From an optimization exercise on the open Yosys and OpenROAD flow, aimed at small area, a short achievable clock period and few clock cycles per item; shortcuts taken in it are not production practice. RTL that was checked went through simulation tests only; none was proved equivalent to the original. No activity file was given, so power comes from the tool's default toggle rates.

==> flow/design.v (excerpt) <==
module sig_accumulator #(
   parameter int               DATA_W      = 1459,
   parameter int               SIG_W       = 32,
   parameter int               NUM_SAMPLES = 256,
   parameter logic [SIG_W-1:0] SEED        = '0,
   localparam int              CHUNKS      = (DATA_W + SIG_W - 1) / SIG_W,
   localparam int              CNT_W       = $clog2(NUM_SAMPLES + 1)
) (
   input  logic                 clk,
   input  logic                 rst_n,
   input  logic                 start,
   input  logic                 in_valid,
   input  logic [DATA_W-1:0]    in_data,
   output logic                 in_ready,
   output logic [SIG_W-1:0]     sig,
   output logic                 sig_valid,
   output logic                 busy,
   output logic [CNT_W-1:0]     sample_cnt
);
For scale: roughly 1,500 I/O pins.
==> module sig_accumulator, before the edit <==
module sig_accumulator #(
   parameter int               DATA_W      = 1459,
   parameter int               SIG_W       = 32,
   parameter int               NUM_SAMPLES = 256,
   parameter logic [SIG_W-1:0] SEED        = '0,
   localparam int              CHUNKS      = (DATA_W + SIG_W - 1) / SIG_W,
   localparam int              CNT_W       = $clog2(NUM_SAMPLES + 1)
) (
   input  logic                 clk,
   input  logic                 rst_n,
   input  logic                 start,
   input  logic                 in_valid,
   input  logic [DATA_W-1:0]    in_data,
   output logic                 in_ready,
   output logic [SIG_W-1:0]     sig,
   output logic                 sig_valid,
   output logic                 busy,
   output logic [CNT_W-1:0]     sample_cnt
);
   localparam int HOLD_W = CHUNKS * SIG_W;
   localparam int NPART  = 1;                               
   localparam int PART_C = (CHUNKS + NPART - 1) / NPART;    
   localparam logic [CNT_W-1:0] CNT_LAST = CNT_W'(NUM_SAMPLES - 1);
   logic              busy_q, rdy_q, valid_q, first_q, take_q, last_q;
   logic [CNT_W-1:0]  cnt_q;
   logic [SIG_W-1:0]  sig_q;
   logic [HOLD_W-1:0] pad;
   logic [SIG_W-1:0]  part_d [NPART];
   logic [SIG_W-1:0]  part_q [NPART];
   logic [SIG_W-1:0]  folded;
   logic              xfer, xfer_last;
   assign pad = HOLD_W'(in_data);
   always_comb begin
      for (int p = 0; p < NPART; p++) begin
         for (int j = 0; j < SIG_W; j++) begin
            logic [PART_C-1:0] terms;
            terms = '0;
            for (int i = 0; i < PART_C; i++) begin
               if (p * PART_C + i < CHUNKS)
                  terms[i] = pad[(p * PART_C + i) * SIG_W
                                 + (j - (CHUNKS - 1 - (p * PART_C + i)) % SIG_W + SIG_W) % SIG_W];
            end
            part_d[p][j] = ^terms;
         end
      end
   end
   always_ff @(posedge clk) begin
      for (int p = 0; p < NPART; p++)
         part_q[p] <= part_d[p];
   end
   always_comb begin
      for (int j = 0; j < SIG_W; j++) begin
         logic b;
         b = first_q ? SEED[j] : sig_q[(j - CHUNKS % SIG_W + SIG_W) % SIG_W];
         for (int p = 0; p < NPART; p++)
            b = b ^ part_q[p][j];
         folded[j] = b;
      end
   end
   assign xfer      = rdy_q && in_valid;
   assign xfer_last = xfer && (cnt_q == CNT_LAST);
   always_ff @(posedge clk) begin
      if (!rst_n) begin
         busy_q  <= 1'b0;
         rdy_q   <= 1'b0;
         valid_q <= 1'b0;
         take_q  <= 1'b0;
         last_q  <= 1'b0;
      end else begin
         take_q <= xfer;
         last_q <= xfer_last;
         if (!busy_q) begin
            if (start) begin
               busy_q  <= 1'b1;
               rdy_q   <= 1'b1;
               valid_q <= 1'b0;
            end
         end else begin
            if (xfer_last) rdy_q <= 1'b0;
            if (last_q) begin
               busy_q  <= 1'b0;
               valid_q <= 1'b1;
            end
         end
      end
   end
   always_ff @(posedge clk) begin
      if (!busy_q) begin
         first_q <= 1'b1;
         if (start) cnt_q <= '0;
      end else begin
         if (xfer) cnt_q <= cnt_q + 1'b1;
         if (take_q) begin
            first_q <= 1'b0;
            sig_q   <= folded;
         end
      end
   end
   assign in_ready   = rdy_q;
   assign busy       = busy_q;
   assign sig_valid  = valid_q;
   assign sig        = sig_q;
   assign sample_cnt = cnt_q;
endmodule
==> flow/config.mk <==
export PLATFORM = sky130hd
export DESIGN_NAME = sig_accumulator
export DESIGN_NICKNAME = sig_accumulator
export VERILOG_FILES = /design/flow/design.v
export SDC_FILE = /design/flow/constraint.sdc
export NUM_CORES = 4
export LEC_CHECK = 0
export CAP_MARGIN = 20
export CORE_AREA = 5 5 515 515
export CTS_CLUSTER_DIAMETER = 50
export CTS_CLUSTER_SIZE = 10
export DIE_AREA = 0 0 520 520
export SETUP_SLACK_MARGIN = 3.0
export SLEW_MARGIN = 20
==> flow/constraint.sdc <==
create_clock -name core_clock -period 5.0 [get_ports {clk}]
set_input_delay 1.0000 -clock core_clock [delete_from_list [all_inputs] [get_ports {clk}]]
set_output_delay 1.0000 -clock core_clock [all_outputs]
set_load 0.01 [all_outputs]
standard.sh (not shown) runs the stock make flow with config.mk's settings and CLKGATE_MAP_FILE= SYNTH_SCRIPT=/design/flow/synth_recipe.tcl, a recipe that flattens the netlist after the stock synthesis.
==> flow/flow/run.sh <==
#!/bin/bash
# The standard layout (standard.sh), with two placement settings:
#  - port buffers are sky130_fd_sc_hd__buf_1 (the default pick is a delay cell);
#  - the in_data pins that feed one signature bit, and that bit's sig pin, are placed as one
#    group on the die's edge, so each bit's XOR tree sits next to its pins.
# ORFS writes each step's full log under orfs/logs; make's own output goes to run.log here.
set -euo pipefail
cd "$(dirname "$0")/.."

DW=1459; SW=32; CH=$(( (DW + SW - 1) / SW ))
groups=""
for ((j = 0; j < SW; j++)); do
  g=""
  for ((c = 0; c < CH; c++)); do
    k=$(( ((j - (CH - 1 - c)) % SW + SW) % SW ))
    b=$(( c * SW + k ))
    if (( b < DW )); then g+="in_data[$b] "; fi
  done
  g+="sig[$j]"
  groups+=" -group_pins {$g}"
done

export BUFFER_PORTS_ARGS="-buffer_cell sky130_fd_sc_hd__buf_1"
export PLACE_PINS_ARGS="${groups# }"

bash standard.sh > run.log 2>&1
The starting point went through all stages and came out clean.
Testbench counts at the start, summed over its fixed seeds: cycles 6,200, items 6,144.
Change:
--- a/flow/design.v
+++ b/flow/design.v
@@ -17,14 +17,15 @@
    output logic                 busy,
    output logic [CNT_W-1:0]     sample_cnt
 );
    localparam int HOLD_W = CHUNKS * SIG_W;
-   localparam int NPART  = 1;                               
+   localparam int NPART  = 2;                               
    localparam int PART_C = (CHUNKS + NPART - 1) / NPART;    
    localparam logic [CNT_W-1:0] CNT_LAST = CNT_W'(NUM_SAMPLES - 1);
-   logic              busy_q, rdy_q, valid_q, first_q, take_q, last_q;
+   logic              busy_q, rdy_q, valid_q, take_q, last_q;
    logic [CNT_W-1:0]  cnt_q;
-   logic [SIG_W-1:0]  sig_q;
+   logic [SIG_W-1:0]  acc_q;      
+   logic [SIG_W-1:0]  sig_q;      
    logic [HOLD_W-1:0] pad;
    logic [SIG_W-1:0]  part_d [NPART];
    logic [SIG_W-1:0]  part_q [NPART];
    logic [SIG_W-1:0]  folded;
@@ -50,9 +51,9 @@
    end
    always_comb begin
       for (int j = 0; j < SIG_W; j++) begin
          logic b;
-         b = first_q ? SEED[j] : sig_q[(j - CHUNKS % SIG_W + SIG_W) % SIG_W];
+         b = acc_q[(j - CHUNKS % SIG_W + SIG_W) % SIG_W];
          for (int p = 0; p < NPART; p++)
             b = b ^ part_q[p][j];
          folded[j] = b;
       end
@@ -85,17 +86,15 @@
       end
    end
    always_ff @(posedge clk) begin
       if (!busy_q) begin
-         first_q <= 1'b1;
+         acc_q <= SEED;
          if (start) cnt_q <= '0;
       end else begin
          if (xfer) cnt_q <= cnt_q + 1'b1;
-         if (take_q) begin
-            first_q <= 1'b0;
-            sig_q   <= folded;
-         end
+         if (take_q) acc_q <= folded;
       end
+      if (last_q) sig_q <= folded;
    end
    assign in_ready   = rdy_q;
    assign busy       = busy_q;
    assign sig_valid  = valid_q;
=> The new run completed with no timing, DRC or antenna violations; setup slack loses 0.084 ns; fmax went down by 3.9%; final area went up by about 7%; cell count went up by about 0.66%; clock-buffer cell count went up by 7; critical path depth is unchanged; hold slack gains 0.088 ns; global-route usage went up by 0.20 points; non-clock buffer count went down by 37; clock skew went down by 0.0060 ns; die area is unchanged; via count went up by 3.0%.
Function not checked in the second run of this note: the RTL went through the layout flow alone.

* * *

The RTL this note starts from:
==> flow/design.v <==
module sig_accumulator #(
   parameter int               DATA_W      = 1459,
   parameter int               SIG_W       = 32,
   parameter int               NUM_SAMPLES = 256,
   parameter logic [SIG_W-1:0] SEED        = '0,
   localparam int              CHUNKS      = (DATA_W + SIG_W - 1) / SIG_W,
   localparam int              CNT_W       = $clog2(NUM_SAMPLES + 1)
) (
   input  logic                 clk,
   input  logic                 rst_n,
   input  logic                 start,
   input  logic                 in_valid,
   input  logic [DATA_W-1:0]    in_data,
   output logic                 in_ready,
   output logic [SIG_W-1:0]     sig,
   output logic                 sig_valid,
   output logic                 busy,
   output logic [CNT_W-1:0]     sample_cnt
);
   localparam int HOLD_W = CHUNKS * SIG_W;
   localparam int NPART  = 2;                               
   localparam int PART_C = (CHUNKS + NPART - 1) / NPART;    
   localparam logic [CNT_W-1:0] CNT_LAST = CNT_W'(NUM_SAMPLES - 1);
   logic              busy_q, rdy_q, valid_q, first_q, take_q, last_q, done_q;
   logic [CNT_W-1:0]  cnt_q;
   logic [SIG_W-1:0]  acc_q;      
   logic [SIG_W-1:0]  sig_q;      
   logic [HOLD_W-1:0] pad;
   logic [SIG_W-1:0]  part_d [NPART];
   logic [SIG_W-1:0]  part_q [NPART];
   logic [SIG_W-1:0]  folded;
   logic              xfer, xfer_last;
   assign pad = HOLD_W'(in_data);
   always_comb begin
      for (int p = 0; p < NPART; p++) begin
         for (int j = 0; j < SIG_W; j++) begin
            logic [PART_C-1:0] terms;
            terms = '0;
            for (int i = 0; i < PART_C; i++) begin
               if (p * PART_C + i < CHUNKS)
                  terms[i] = pad[(p * PART_C + i) * SIG_W
                                 + (j - (CHUNKS - 1 - (p * PART_C + i)) % SIG_W + SIG_W) % SIG_W];
            end
            part_d[p][j] = ^terms;
         end
      end
   end
   always_ff @(posedge clk) begin
      for (int p = 0; p < NPART; p++)
         part_q[p] <= part_d[p];
   end
   always_comb begin
      for (int j = 0; j < SIG_W; j++) begin
         logic b;
         b = first_q ? SEED[j] : acc_q[(j - CHUNKS % SIG_W + SIG_W) % SIG_W];
         for (int p = 0; p < NPART; p++)
            b = b ^ part_q[p][j];
         folded[j] = b;
      end
   end
   assign xfer      = rdy_q && in_valid;
   assign xfer_last = xfer && (cnt_q == CNT_LAST);
   always_ff @(posedge clk) begin
      if (!rst_n) begin
         busy_q  <= 1'b0;
         rdy_q   <= 1'b0;
         valid_q <= 1'b0;
         take_q  <= 1'b0;
         last_q  <= 1'b0;
      end else begin
         take_q <= xfer;
         last_q <= xfer_last;
         done_q <= last_q;
         if (!busy_q) begin
            if (start) begin
               busy_q  <= 1'b1;
               rdy_q   <= 1'b1;
               valid_q <= 1'b0;
            end
         end else begin
            if (xfer_last) rdy_q <= 1'b0;
            if (done_q) begin
               busy_q  <= 1'b0;
               valid_q <= 1'b1;
            end
         end
      end
   end
   always_ff @(posedge clk) begin
      if (!busy_q) begin
         first_q <= 1'b1;
      end else if (take_q) begin
         first_q <= 1'b0;
         acc_q   <= folded;
      end
      if (!busy_q && start) cnt_q <= '0;
      else                  cnt_q <= cnt_q + CNT_W'(xfer);
      sig_q <= acc_q;
   end
   assign in_ready   = rdy_q;
   assign busy       = busy_q;
   assign sig_valid  = valid_q;
   assign sig        = sig_q;
   assign sample_cnt = cnt_q;
endmodule
export LEC_CHECK = 0
export CAP_MARGIN = 20
export CORE_AREA = 5 5 335 335
export DIE_AREA = 0 0 340 340
export SETUP_SLACK_MARGIN = 3.0
export SLEW_MARGIN = 20
create_clock -name core_clock -period 5.0 [get_ports {clk}]
==> flow/flow/run.sh <==
#!/bin/bash
# The standard layout (standard.sh), with two placement settings:
#  - port buffers are sky130_fd_sc_hd__buf_1 (the default pick is a delay cell);
#  - the in_data pins that feed one signature bit, and that bit's sig pin, are placed as one
#    group on the die's edge, so each bit's XOR tree sits next to its pins.
# ORFS writes each step's full log under orfs/logs; make's own output goes to run.log here.
set -euo pipefail
cd "$(dirname "$0")/.."

DW=1459; SW=32; CH=$(( (DW + SW - 1) / SW ))
groups=""
for ((j = 0; j < SW; j++)); do
  g=""
  for ((c = 0; c < CH; c++)); do
    k=$(( ((j - (CH - 1 - c)) % SW + SW) % SW ))
    b=$(( c * SW + k ))
    if (( b < DW )); then g+="in_data[$b] "; fi
  done
  g+="sig[$j]"
  groups+=" -group_pins {$g}"
done

export BUFFER_PORTS_ARGS="-buffer_cell sky130_fd_sc_hd__buf_1"
# The clock pin is placed by flow/pre_io.tcl at the middle of the left edge.
export PRE_IO_PLACEMENT_TCL="$PWD/flow/pre_io.tcl"
export PLACE_PINS_ARGS="-min_distance 0.68 -exclude left:$(( 340 / 2 - 5 ))-$(( 340 / 2 + 5 ))${groups}"

bash standard.sh > run.log 2>&1
==> flow/flow/pre_io.tcl <==
# Place the clock pin first, at the middle of the left edge on a met3 track, and keep the
# other pins a few microns away from it: the clock net is routed with wider spacing than
# the signal pins are placed at.
set block [ord::get_db_block]
set die [$block getDieArea]
set dbu [$block getDefUnits]
set ymid [expr {[$die yMax] / 2.0 / $dbu}]
set k [expr {int(($ymid - 0.34) / 0.68)}]
set y [expr {0.34 + 0.68 * $k}]
place_pin -pin_name clk -layer met3 -location [list 0 $y] -force_to_die_boundary
The baseline passed the timing, DRC and antenna checks.
Next try:
--- a/flow/design.v
+++ b/flow/design.v
@@ -16,11 +16,11 @@
    output logic                 sig_valid,
    output logic                 busy,
    output logic [CNT_W-1:0]     sample_cnt
 );
    localparam int HOLD_W = CHUNKS * SIG_W;
-   localparam int NPART  = 2;                               
+   localparam int NPART  = 1;                               
    localparam int PART_C = (CHUNKS + NPART - 1) / NPART;    
    localparam logic [CNT_W-1:0] CNT_LAST = CNT_W'(NUM_SAMPLES - 1);
    logic              busy_q, rdy_q, valid_q, first_q, take_q, last_q, done_q;
    logic [CNT_W-1:0]  cnt_q;
    logic [SIG_W-1:0]  acc_q;      
Result: Sequential cell count goes down by 32; total power shrinks by about 11%; non-clock buffer count is lower by 7; utilization went down by 1.4 points; final cell count is lower by 0.48%; combinational power goes up by 6.6%; hold slack improved by 8.7 ps; die area stays the same; routed wire length goes down by about 1.8%; critical path depth came out higher by 5; clock power came out lower by 41%; via count falls by about 1.4%.
Testbench counts after the change, summed over its fixed seeds: cycles 6,224, items 6,144.
For the first run of this note, only the layout was checked, not whether the RTL still works.

## separate check: timing with driven ports
No port has a modelled driver above. Below, the same layouts with a new extraction and two added sets of constraints. Step 1 assumes that a clkbuf_16 drives the clock port and a buf_2 every other input. Step 2 moves the port delays by t, midway between the first and last clock arrival at a register: inputs arrive t later, outputs are due t later. That takes back most of the time a late clock gives input paths. Three values: ideal ports, drivers, drivers and shift; two values: the first two.
run	shift t [ns]	slack for setup (ns)	hold WS [ns]	cell pins on the clock port's net
the first run of note 1	0.492	2.917 / 2.849 / 2.641	0.449 / 0.449 / 0.449	1
the second run of note 1	0.594	2.833 / 2.762 / 2.797	0.537 / 0.537 / 0.537	1
the first run of note 2	0.524	3.046 / 3.000 / 2.731	0.363 / 0.363 / 0.363	1
the second run of note 2	0.447	3.040 / 3.022 / 2.576	0.372 / 0.372 / 0.372	1
After both steps setup and hold are still met in every run listed. The setup slack of the second run of note 2, which loses most, moves by -0.018 ns with the drivers and by -0.464 ns with both steps.
